This is an optimization exercise on Yosys and OpenROAD, whose aim is small area, a short achievable clock period and few clock cycles, not a production implementation.
Only simulation tests tie the RTL to the original design; equivalence was not proved.
No activity file was given, so power comes from the tool's default toggle rates.

--- config.mk ---
export PLATFORM = sky130hd
export DESIGN_NAME = crc_codeword_packer_unit
export DESIGN_NICKNAME = crc_codeword_packer_unit
export VERILOG_FILES = /design/flow/design.v
export SDC_FILE = /design/flow/constraint.sdc
export NUM_CORES = 4
export LEC_CHECK = 0
export CAP_MARGIN = 20
export CORE_MARGIN = 2
export CORE_UTILIZATION = 40
export SLEW_MARGIN = 20
--- constraint.sdc ---
create_clock -name core_clock -period 16.0 [get_ports {clock}]
set_input_delay 3.2000 -clock core_clock [delete_from_list [all_inputs] [get_ports {clock}]]
set_output_delay 3.2000 -clock core_clock [all_outputs]
set_load 0.01 [all_outputs]
--- design.v ---
package ccp_pkg;
   localparam int GEN_MAX_LEN_DEF = 17;
   localparam int COUNT_WIDTH_DEF = 32;
   localparam int LEN_HARD_CAP = 17;
   localparam int CSR_DATA_W  = 32;
   localparam int CSR_INDEX_W = 2;
   localparam int POLY_W      = 17;
   localparam int GLEN_W      = 5;
   localparam int MSG_W       = 32;
   localparam int QUEUE_DEPTH_DEF = 2;
   localparam int PAD_W    = 4;
   localparam int CW_LEN_W = 6;
   typedef enum logic [CSR_INDEX_W-1:0] {
      CSR_DATAWORD_IS_BYTE = 2'd0,
      CSR_GEN_POLY         = 2'd1,
      CSR_GEN_LENGTH       = 2'd2,
      CSR_MESSAGE_BYTES    = 2'd3
   } csr_index_type;
   typedef struct packed {
      logic              dataword_is_byte;
      logic [POLY_W-1:0] gen_poly;
      logic [GLEN_W-1:0] gen_length;
      logic [MSG_W-1:0]  message_bytes;
   } cfg_type;
   typedef struct packed {
      logic                hdr;
      logic [PAD_W-1:0]    pad;
      logic                eom;
      logic [CW_LEN_W-1:0] cw_len;
   } job_ctl_type;
endpackage
import ccp_pkg::*;
module ccp_queue #(
   parameter int WIDTH = 8,
   parameter int DEPTH = ccp_pkg::QUEUE_DEPTH_DEF
) (
   input  logic             clock,
   input  logic             reset,
   input  logic             push,
   input  logic [WIDTH-1:0] push_data,
   input  logic             pop,
   output logic             full,
   output logic             not_empty,
   output logic [WIDTH-1:0] head_data
);
   localparam int PTR_W = (DEPTH > 1) ? $clog2(DEPTH) : 1;
   localparam int CNT_W = $clog2(DEPTH + 1);
   logic [WIDTH-1:0] entry_ff [DEPTH];
   logic [PTR_W-1:0] wr_ptr_ff;
   logic [PTR_W-1:0] wr_ptr_in;
   logic [PTR_W-1:0] rd_ptr_ff;
   logic [PTR_W-1:0] rd_ptr_in;
   logic [CNT_W-1:0] count_ff;
   logic [CNT_W-1:0] count_in;
   assign full      = (count_ff == CNT_W'(DEPTH));
   assign not_empty = (count_ff != '0);
   assign head_data = entry_ff[rd_ptr_ff];
   always_comb begin
      wr_ptr_in = wr_ptr_ff;
      rd_ptr_in = rd_ptr_ff;
      count_in  = count_ff;
      if (push) begin
         wr_ptr_in = (wr_ptr_ff == PTR_W'(DEPTH - 1)) ? '0 : wr_ptr_ff + PTR_W'(1);
      end
      if (pop) begin
         rd_ptr_in = (rd_ptr_ff == PTR_W'(DEPTH - 1)) ? '0 : rd_ptr_ff + PTR_W'(1);
      end
      if (push && !pop) begin
         count_in = count_ff + CNT_W'(1);
      end else if (pop && !push) begin
         count_in = count_ff - CNT_W'(1);
      end
   end
   always_ff @(posedge clock) begin
      if (reset) begin
         wr_ptr_ff <= '0;
         rd_ptr_ff <= '0;
         count_ff  <= '0;
      end else begin
         wr_ptr_ff <= wr_ptr_in;
         rd_ptr_ff <= rd_ptr_in;
         count_ff  <= count_in;
      end
   end
   always_ff @(posedge clock) begin
      if (push) begin
         entry_ff[wr_ptr_ff] <= push_data;
      end
   end
endmodule
import ccp_pkg::*;
module ccp_front #(
   parameter int  GEN_MAX_LEN = ccp_pkg::GEN_MAX_LEN_DEF,
   parameter int  COUNT_WIDTH = ccp_pkg::COUNT_WIDTH_DEF,
   localparam int CW_W        = 8 + 2 * (((GEN_MAX_LEN < ccp_pkg::LEN_HARD_CAP) ? GEN_MAX_LEN : ccp_pkg::LEN_HARD_CAP) - 1)
) (
   input  logic                 clock,
   input  logic                 reset,
   input  ccp_pkg::cfg_type     cfg,
   input  logic                 req_valid,
   output logic                 req_ready,
   input  logic [7:0]           req_data_byte,
   input  logic                 queue_full,
   output logic                 push,
   output ccp_pkg::job_ctl_type push_ctl,
   output logic [CW_W-1:0]      push_cw
);
   localparam int REM_W  = ((GEN_MAX_LEN < LEN_HARD_CAP) ? GEN_MAX_LEN : LEN_HARD_CAP) - 1;
   localparam int HALF_W = 4 + REM_W;
   localparam int R_W    = $clog2(REM_W + 1);
   localparam int MB_W   = (COUNT_WIDTH < MSG_W) ? COUNT_WIDTH : MSG_W;
   localparam int CMP_W  = (COUNT_WIDTH > MSG_W) ? COUNT_WIDTH : MSG_W;
   function automatic logic [REM_W-1:0] crc_rem(input logic [7:0]       d,
                                                input logic             nibble,
                                                input logic [REM_W-1:0] poly,
                                                input logic [REM_W-1:0] mask,
                                                input logic [REM_W-1:0] top);
      logic [REM_W-1:0] rem;
      logic             fb;
      int               i;
      rem = '0;
      fb  = 1'b0;
      for (i = 0; i < 8; i++) begin
         if (!nibble || (i < 4)) begin
            fb  = d[7-i] ^ (|(rem & top));
            rem = (rem << 1) & mask;
            if (fb) begin
               rem = rem ^ poly;
            end
         end
      end
      crc_rem = rem;
   endfunction
   logic [GLEN_W-1:0]      len_eff;
   logic [R_W-1:0]         r;
   logic [REM_W:0]         one_sh;
   logic [REM_W-1:0]       rmask;
   logic [REM_W-1:0]       topmask;
   logic [REM_W-1:0]       poly;
   logic [REM_W-1:0]       rem_b;
   logic [REM_W-1:0]       rem_hi;
   logic [REM_W-1:0]       rem_lo;
   logic [R_W-1:0]         align;
   logic [HALF_W-1:0]      cw_a;
   logic [HALF_W-1:0]      cw_b;
   logic [CW_W-1:0]        cw_byte;
   logic [CW_W-1:0]        cw_nib;
   logic [CW_LEN_W-1:0]    cw_len;
   logic [MB_W-1:0]        mb_masked;
   logic [CMP_W-1:0]       mb_eff;
   logic [2:0]             mb3;
   logic [5:0]             prod;
   logic [PAD_W-1:0]       pad;
   logic [COUNT_WIDTH-1:0] cnt_next;
   logic                   eom;
   logic                   accept;
   logic [COUNT_WIDTH-1:0] cnt_ff;
   logic [COUNT_WIDTH-1:0] cnt_in;
   logic                   hdr_sent_ff;
   logic                   hdr_sent_in;
   assign req_ready = !queue_full;
   assign accept       = req_valid && !queue_full;
   assign push         = accept;
   always_comb begin
      if (cfg.gen_length > GLEN_W'(REM_W + 1)) begin
         len_eff = GLEN_W'(REM_W + 1);
      end else if (cfg.gen_length == '0) begin
         len_eff = GLEN_W'(1);
      end else begin
         len_eff = cfg.gen_length;
      end
      r       = R_W'(len_eff - GLEN_W'(1));
      one_sh  = (REM_W + 1)'(1) << r;
      rmask   = REM_W'(one_sh - (REM_W + 1)'(1));
      topmask = REM_W'(one_sh >> 1);
      poly    = cfg.gen_poly[REM_W-1:0] & rmask;
   end
   assign rem_b  = crc_rem(req_data_byte, 1'b0, poly, rmask, topmask);
   assign rem_hi = crc_rem({req_data_byte[7:4], 4'b0000}, 1'b1, poly, rmask, topmask);
   assign rem_lo = crc_rem({req_data_byte[3:0], 4'b0000}, 1'b1, poly, rmask, topmask);
   assign align  = R_W'(REM_W) - r;
   always_comb begin
      cw_byte = {req_data_byte, rem_b << align, {REM_W{1'b0}}};
      cw_a    = {req_data_byte[7:4], rem_hi << align};
      cw_b    = {req_data_byte[3:0], rem_lo << align};
      cw_nib  = {cw_a, {HALF_W{1'b0}}}
              | ({cw_b, {HALF_W{1'b0}}} >> (CW_LEN_W'(r) + CW_LEN_W'(4)));
      if (cfg.dataword_is_byte) begin
         cw_len = CW_LEN_W'(8) + CW_LEN_W'(r);
      end else begin
         cw_len = CW_LEN_W'(8) + CW_LEN_W'(r) + CW_LEN_W'(r);
      end
   end
   always_comb begin
      mb_masked = cfg.message_bytes[MB_W-1:0];
      if (mb_masked == '0) begin
         mb_eff = CMP_W'(1);
         mb3    = 3'd1;
      end else begin
         mb_eff = CMP_W'(mb_masked);
         mb3    = mb_masked[2:0];
      end
      prod = 6'(mb3) * 6'(cw_len[2:0]);
      pad  = PAD_W'(8) - PAD_W'(prod[2:0]);
   end
   always_comb begin
      cnt_next    = cnt_ff + COUNT_WIDTH'(1);
      eom         = CMP_W'(cnt_next) >= mb_eff;
      cnt_in      = cnt_ff;
      hdr_sent_in = hdr_sent_ff;
      if (accept) begin
         cnt_in      = eom ? '0 : cnt_next;
         hdr_sent_in = !eom;
      end
   end
   always_comb begin
      push_ctl.hdr    = !hdr_sent_ff;
      push_ctl.pad    = pad;
      push_ctl.eom    = eom;
      push_ctl.cw_len = cw_len;
      push_cw         = cfg.dataword_is_byte ? cw_byte : cw_nib;
   end
   always_ff @(posedge clock) begin
      if (reset) begin
         cnt_ff      <= '0;
         hdr_sent_ff <= 1'b0;
      end else begin
         cnt_ff      <= cnt_in;
         hdr_sent_ff <= hdr_sent_in;
      end
   end
endmodule
import ccp_pkg::*;
module ccp_back #(
   parameter int  GEN_MAX_LEN = ccp_pkg::GEN_MAX_LEN_DEF,
   localparam int CW_W        = 8 + 2 * (((GEN_MAX_LEN < ccp_pkg::LEN_HARD_CAP) ? GEN_MAX_LEN : ccp_pkg::LEN_HARD_CAP) - 1)
) (
   input  logic                 clock,
   input  logic                 reset,
   input  logic                 job_valid,
   input  ccp_pkg::job_ctl_type job_ctl,
   input  logic [CW_W-1:0]      job_cw,
   output logic                 pop,
   output logic                 rsp_valid,
   input  logic                 rsp_ready,
   output logic [7:0]           rsp_out_byte,
   output logic                 rsp_is_header,
   output logic                 rsp_last_of_run
);
   localparam int WORK_W = 7 + 8 + CW_W;
   localparam int CNT_W  = $clog2(WORK_W + 1);
   logic              active_ff;
   logic              active_in;
   logic              hdr_pend_ff;
   logic              hdr_pend_in;
   logic [PAD_W-1:0]  pad_ff;
   logic [PAD_W-1:0]  pad_in;
   logic              eom_ff;
   logic              eom_in;
   logic [WORK_W-1:0] work_ff;
   logic [WORK_W-1:0] work_in;
   logic [CNT_W-1:0]  count_ff;
   logic [CNT_W-1:0]  count_in;
   logic              has_byte;
   logic              last;
   logic              fire;
   logic              done;
   logic              load;
   logic [WORK_W-1:0] keep_work;
   logic [CNT_W-1:0]  keep_cnt;
   logic [CNT_W-1:0]  shamt;
   assign has_byte           = (count_ff >= CNT_W'(8));
   assign last               = hdr_pend_ff ? !has_byte : (count_ff < CNT_W'(16));
   assign rsp_valid       = active_ff && (hdr_pend_ff || has_byte);
   assign rsp_out_byte    = hdr_pend_ff ? 8'(pad_ff) : work_ff[WORK_W-1 -: 8];
   assign rsp_is_header   = hdr_pend_ff;
   assign rsp_last_of_run = last;
   assign fire               = rsp_valid && rsp_ready;
   assign done = active_ff && ((fire && last) || (!hdr_pend_ff && !has_byte));
   assign load = job_valid && (!active_ff || done);
   assign pop  = load;
   always_comb begin
      keep_work = work_ff;
      keep_cnt  = count_ff;
      if (fire && !hdr_pend_ff) begin
         keep_work = work_ff << 8;
         keep_cnt  = count_ff - CNT_W'(8);
      end
      if (done && eom_ff) begin
         keep_work = '0;
         keep_cnt  = '0;
      end
   end
   always_comb begin
      shamt       = keep_cnt + (job_ctl.hdr ? CNT_W'(job_ctl.pad) : '0);
      work_in     = keep_work;
      count_in    = keep_cnt;
      active_in   = active_ff && !done;
      hdr_pend_in = hdr_pend_ff && !fire;
      pad_in      = pad_ff;
      eom_in      = eom_ff;
      if (load) begin
         work_in     = keep_work | ({job_cw, {(WORK_W - CW_W){1'b0}}} >> shamt);
         count_in    = shamt + CNT_W'(job_ctl.cw_len);
         active_in   = 1'b1;
         hdr_pend_in = job_ctl.hdr;
         pad_in      = job_ctl.pad;
         eom_in      = job_ctl.eom;
      end
   end
   always_ff @(posedge clock) begin
      if (reset) begin
         active_ff   <= 1'b0;
         hdr_pend_ff <= 1'b0;
         eom_ff      <= 1'b0;
         work_ff     <= '0;
         count_ff    <= '0;
      end else begin
         active_ff   <= active_in;
         hdr_pend_ff <= hdr_pend_in;
         eom_ff      <= eom_in;
         work_ff     <= work_in;
         count_ff    <= count_in;
      end
   end
   always_ff @(posedge clock) begin
      pad_ff <= pad_in;
   end
endmodule
import ccp_pkg::*;
module crc_codeword_packer_unit #(
   parameter int GEN_MAX_LEN = ccp_pkg::GEN_MAX_LEN_DEF,
   parameter int COUNT_WIDTH = ccp_pkg::COUNT_WIDTH_DEF
) (
   input  logic                           clock,
   input  logic                           reset,
   input  logic                           req_valid,
   output logic                           req_ready,
   input  logic [7:0]                     req_data_byte,
   output logic                           rsp_valid,
   input  logic                           rsp_ready,
   output logic [7:0]                     rsp_out_byte,
   output logic                           rsp_is_header,
   output logic                           rsp_last_of_run,
   input  logic                           csr_write_en,
   input  logic [ccp_pkg::CSR_INDEX_W-1:0] csr_index,
   input  logic [ccp_pkg::CSR_DATA_W-1:0]  csr_wdata
);
   localparam int CW_W  = 8 + 2 * (((GEN_MAX_LEN < LEN_HARD_CAP) ? GEN_MAX_LEN : LEN_HARD_CAP) - 1);
   localparam int JOB_W = 2 + PAD_W + CW_LEN_W + CW_W;
   ccp_pkg::cfg_type          cfg_ff;
   ccp_pkg::cfg_type          cfg_in;
   logic             q_push;
   ccp_pkg::job_ctl_type      push_ctl;
   logic [CW_W-1:0]  push_cw;
   logic             q_full;
   logic             q_not_empty;
   logic             q_pop;
   logic [JOB_W-1:0] q_head;
   ccp_pkg::job_ctl_type      head_ctl;
   logic [CW_W-1:0]  head_cw;
   always_comb begin
      cfg_in = cfg_ff;
      if (csr_write_en) begin
         case (csr_index)
            CSR_DATAWORD_IS_BYTE: cfg_in.dataword_is_byte = csr_wdata[0];
            CSR_GEN_POLY:         cfg_in.gen_poly         = csr_wdata[POLY_W-1:0];
            CSR_GEN_LENGTH:       cfg_in.gen_length       = csr_wdata[GLEN_W-1:0];
            CSR_MESSAGE_BYTES:    cfg_in.message_bytes    = csr_wdata[MSG_W-1:0];
            default: ;
         endcase
      end
   end
   always_ff @(posedge clock) begin
      if (reset) begin
         cfg_ff.dataword_is_byte <= 1'b1;
         cfg_ff.gen_poly         <= POLY_W'(13);
         cfg_ff.gen_length       <= GLEN_W'(4);
         cfg_ff.message_bytes    <= MSG_W'(1);
      end else begin
         cfg_ff <= cfg_in;
      end
   end
   ccp_front #(
      .GEN_MAX_LEN (GEN_MAX_LEN),
      .COUNT_WIDTH (COUNT_WIDTH)
   ) u_front (
      .clock      (clock),
      .reset      (reset),
      .cfg        (cfg_ff),
      .req_valid     (req_valid),
      .req_ready     (req_ready),
      .req_data_byte (req_data_byte),
      .queue_full (q_full),
      .push       (q_push),
      .push_ctl   (push_ctl),
      .push_cw    (push_cw)
   );
   ccp_queue #(
      .WIDTH (JOB_W),
      .DEPTH (QUEUE_DEPTH_DEF)
   ) u_queue (
      .clock     (clock),
      .reset     (reset),
      .push      (q_push),
      .push_data ({push_ctl, push_cw}),
      .pop       (q_pop),
      .full      (q_full),
      .not_empty (q_not_empty),
      .head_data (q_head)
   );
   assign head_ctl = q_head[JOB_W-1:CW_W];
   assign head_cw  = q_head[CW_W-1:0];
   ccp_back #(
      .GEN_MAX_LEN (GEN_MAX_LEN)
   ) u_back (
      .clock     (clock),
      .reset     (reset),
      .job_valid (q_not_empty),
      .job_ctl   (head_ctl),
      .job_cw    (head_cw),
      .pop       (q_pop),
      .rsp_valid       (rsp_valid),
      .rsp_ready       (rsp_ready),
      .rsp_out_byte    (rsp_out_byte),
      .rsp_is_header   (rsp_is_header),
      .rsp_last_of_run (rsp_last_of_run)
   );
endmodule
--- run.sh ---
#!/bin/bash
# synth_recipe.tcl (not shown) runs the flow's synth.tcl, then flattens the netlist and writes it again
# the make line also repeats each setting of config.mk as NAME=value (left out here)
make -C /OpenROAD-flow-scripts/flow DESIGN_CONFIG=/design/flow/config.mk WORK_HOME=/design/flow/orfs CLKGATE_MAP_FILE= SYNTH_SCRIPT=/design/flow/synth_recipe.tcl finish
==> results.cfg <==
[outcome]
outcome = no timing/DRC/antenna violations

[yosys]
synth_area_leader_cell = edfxtp_1
avgSynthCellArea_um2 = 7.267
synth-seq-cells = 264
synth-edff-count = 108
synthTopCellsByArea = edfxtp_1 (12%), dfxtp_1 (12%), mux2i_1 (10%), nand2_1 (9.0%), nor2_1 (5.6%)
yosysUniqueCellTypes = 112
async_reset_ff_share_pct = 0
syn_nets = 3691
syn_inst = 3586
synthFlopType = dfxtp_1
ys_warn_count = 4
synth_top_area_share_pct = 12.45
synth_area_mm2 = 0.02606
seq_area_frac_synth_pct = 24.43

[sta]
finalHoldViolCount = 0
worst_hold_slack_ps = 459.8
layout_setup_ws_ps = 621.6
min_period_ps = 15380
slew_headroom_pct = 26.94
period_share_pct = 96.12
max_freq_mhz = 65.03
slew_violations = 0
worstMarginPinSlew_ps = 1087
setup_violations = 0
skew_ps = 35.00

[power]
pwr-share-comb_pct = 65.7
sw_frac_of_total_pct = 50.11
seqPwrFrac_pct = 18.9
leakagePower_uw = 0.01079
switching_power_uw = 2365
power_uw = 4719
clkPwrFrac_pct = 15.4
p_int_uw = 2354
power_density_mw_per_mm2 = 163.0
ir_worst_vdd_v = 0.0001319

[route]
via_count = 27680
avgViaCountPerCell = 6.259
ant_nets = 0
totalWireLength_mm = 102.9
drt_first_iter_violations = 3454
routedWlPerCell_um = 23.27
firstDrtPassIters = 6
drc = 0

[critical_path]
crit_top_cell = buf_4
cp_slowest_stage_delay_ps = 550
crit_type = primary input to flop
worstPathArrival_ps = 15750
slowest_stage = or4_4
path_max_fanout = 14
crit_path_end_kind = flop
path_depth = 47
cp.buffers_inverters = 7
reg2reg_depth = 56
critical-path-top-delay-family = compound AO/OA/AOI/OAI gates
start_kind = primary input
cp.required_ps = 16370

[floorplanning]
coreArea_mm2 = 0.06446
die_width_um = 259.2
rows = 93
io_pins = 59
start_util_pct = 40.42
dieArea_mm2 = 0.06721
die-height_um = 259.2

[final_layout]
final_cell_area_mm2 = 0.02894
diodes = 0
instances_no_fill = 4422
final_nets = 3651
syn_to_final_growth_pct = 11.07
drive_above_1_share_pct = 9.111

[cts]
clk_latency_ps = 570
cts_htree_levels = 1
clock_sink_count = 264
root_buffer = clkbuf_16
cts_tree = built
clockBufferDepth = 3
cts_inserted_buffers = 29
clk_pin_slew_ps = 60
hold_buffers = 0

[placement]
placed_cells = 4367
dp_slack_ps = 112.8
placed_cell_area_mm2 = 0.02782
routabilityCongestion = 1.031
dpl.hpwl_mm = 73.72
port_buffers = 58

[global_route]
grt_pass1_wl_mm = 156.0
grtUsageTotal_pct = 29.58
grt_pass1_vias = 25470
grt_max_degree = 91
grt_overflow_total = 0
antenna_found_initial = 3

[worst_hold_path]
min_path_cells = 2
hold_path.class = flop to flop

[flow_run]
cap_violations = 0
[synthesized netlist by cell type (14+ instances only)]
cell	count
nand4_1	38
and3_1	67
o2111ai_1	19
o32a_1	14
or3_1	21
mux2i_1	272
o31ai_1	21
nand3_1	136
nor4_1	35
dfxtp_1	156
buf_2	14
edfxtp_1	108
o221ai_1	16
xor2_1	63
clkbuf_1	223
xnor2_1	110
nor3_1	81
a31oi_1	35
nor2_1	387
a211oi_1	39
and2_1	24
buf_1	31
inv_1	81
o21ai_0	162
nor2b_1	32
mux2_2	45
ha_1	56
o22ai_1	30
a21o_1	17
a21oi_1	287
nand2b_1	37
nand2_1	622
o211ai_1	38
[metrics by stage]
step	TNS (ps)	utilization [%]
3_5_place_dp	0	43.16
2_1_floorplan	0	-
4_1_cts	0	44.75
5_1_grt	-20.38	44.90
3_3_place_gp	0	43.14
6_report	0	44.90
[registers in the layout, indices dropped and copies added, names as in the netlist, 2 cells and up, named ones only]
signal            count
u_back.count_ff       6
u_back.work_ff       55
cfg_ff               54
u_queue.entry_ff    104
u_front.cnt_ff       32
u_back.pad_ff         4
u_queue.count_ff      2
[final cells by class]
class,instances,area [um2]
repair buffers,207,1719
flip-flops and latches,264,6369
well taps,855,1070
fillers,6747,35520
inverters,85,321.6
clock buffers,33,762.0
clock inverters,19,262.8
multi-input cells,2959,18440
[logic make-up (layout without fill, tap and decap cells)]
| kind of cell | Yosys count | in the layout | synth area share, % |
|---|---|---|---|
| AO/OA/AOI/OAI | 863 | 863 | 21.70 |
| XOR/XNOR | 173 | 173 | 5.815 |
| adder cells (fa/ha/maj) | 59 | 59 | 2.881 |
| buffers and inverters | 363 | 344 | 5.507 |
| flip-flops | 264 | 264 | 24.43 |
| multiplexers | 322 | 322 | 12.74 |
| AND/OR/NAND/NOR | 1542 | 1542 | 26.93 |
[worst register-to-register path: cells and delay by family (launching register included)]
kind,cells,cell delay [ps]
XOR/XNOR,3,550
multiplexers,7,2040
buffers and inverters,11,2460
flip-flops,1,300
adder cells (fa/ha/maj),2,640
AND/OR/NAND/NOR,14,4270
AO/OA/AOI/OAI,19,4800
[placed cells by master (no fill, tap or decap), types with 11 or more instances in the layout]
cell / Yosys / layout
a211oi_1: 39 / 38
a21o_1: 17 / 17
a21oi_1: 287 / 287
a22oi_1: 11 / 11
a31oi_1: 35 / 35
and2_1: 24 / 24
and3_1: 67 / 66
buf_4: 6 / 146
clkbuf_16: 0 / 30
clkdlybuf4s50_1: 0 / 57
dfxtp_1: 156 / 154
edfxtp_1: 108 / 108
ha_1: 56 / 54
inv_1: 81 / 80
mux2_2: 45 / 45
mux2i_1: 272 / 272
nand2_1: 622 / 622
nand2b_1: 37 / 36
nand3_1: 136 / 136
nand4_1: 38 / 38
nor2_1: 387 / 382
nor2b_1: 32 / 32
nor3_1: 81 / 81
nor4_1: 35 / 34
o2111ai_1: 19 / 19
o211ai_1: 38 / 38
o21ai_0: 162 / 162
o221ai_1: 16 / 16
o22ai_1: 30 / 30
o31ai_1: 21 / 21
o32a_1: 14 / 14
or3_1: 21 / 21
xnor2_1: 110 / 105
xor2_1: 63 / 60
[layer usage]
metal	share of wire (%)	track usage [%]
met2	42	45.37
met4	5.7	13.86
met1	42	39.99
met5	0.14	0.8547
met3	9.7	5.575
[power groups by stage]
| stage | combinational, uW | clock [uW] | sequential [uW] |
|---|---|---|---|
| after floorplan | 2170 | 0 | 889 |
| after global placement | 3010 | 0 | 902 |
| after detailed placement | 3010 | 0 | 905 |
| after CTS | 3030 | 739 | 891 |
| after global routing | 3370 | 764 | 903 |
| final | 3100 | 727 | 890 |
[path summary, 6_finish.rpt]
kind                 startpoint                 endpoint  slack [ps]
max reg2reg          cfg_ff[34]  u_queue.entry_ff[1][29]         740
min          u_front.cnt_ff[30]       u_front.cnt_ff[30]         460
min reg2reg  u_front.cnt_ff[30]       u_front.cnt_ff[30]         460
max            req_data_byte[7]  u_queue.entry_ff[1][29]         620
[what timing repair did]
action | in CTS | in global routing
setup endpoints to repair | 0 | 30
setup buffers | 0 | 1
gates resized for setup | 0 | 11
Testbench counts, summed over its fixed seeds: cycles 14,467.

-- port drivers added, routing unchanged --
How much do the figures lean on ideal ports? The routed layout below was timed once more, with nothing changed but the port constraints. Step 1 (the two cells are an assumption about what drives the block):
set clk [get_ports {clock}]
set_driving_cell -lib_cell sky130_fd_sc_hd__clkbuf_16 $clk
set_driving_cell -lib_cell sky130_fd_sc_hd__buf_2 [delete_from_list [all_inputs] $clk]
Step 2 adds t to the input delays and takes it off the output delays; t is the mean of the earliest and latest rising clock arrival at the registers after step 1. Input paths then give back, and output paths get back, about the clock's delay inside the block. a / b / c = ideal / step 1 / step 2; a / b = the first two.
t (ns): 0.607
slack for setup (ns): 0.622 / 0.610 / 0.004
hold slack, ns: 0.460 / 0.460 / 0.460
worst setup path at the end: input to register
worst register clock-pin slew, ns: 0.08 / 0.08
After both steps this run still meets setup and hold. The setup slack of this run moves by -0.012 ns with the drivers and by -0.618 ns with both steps.
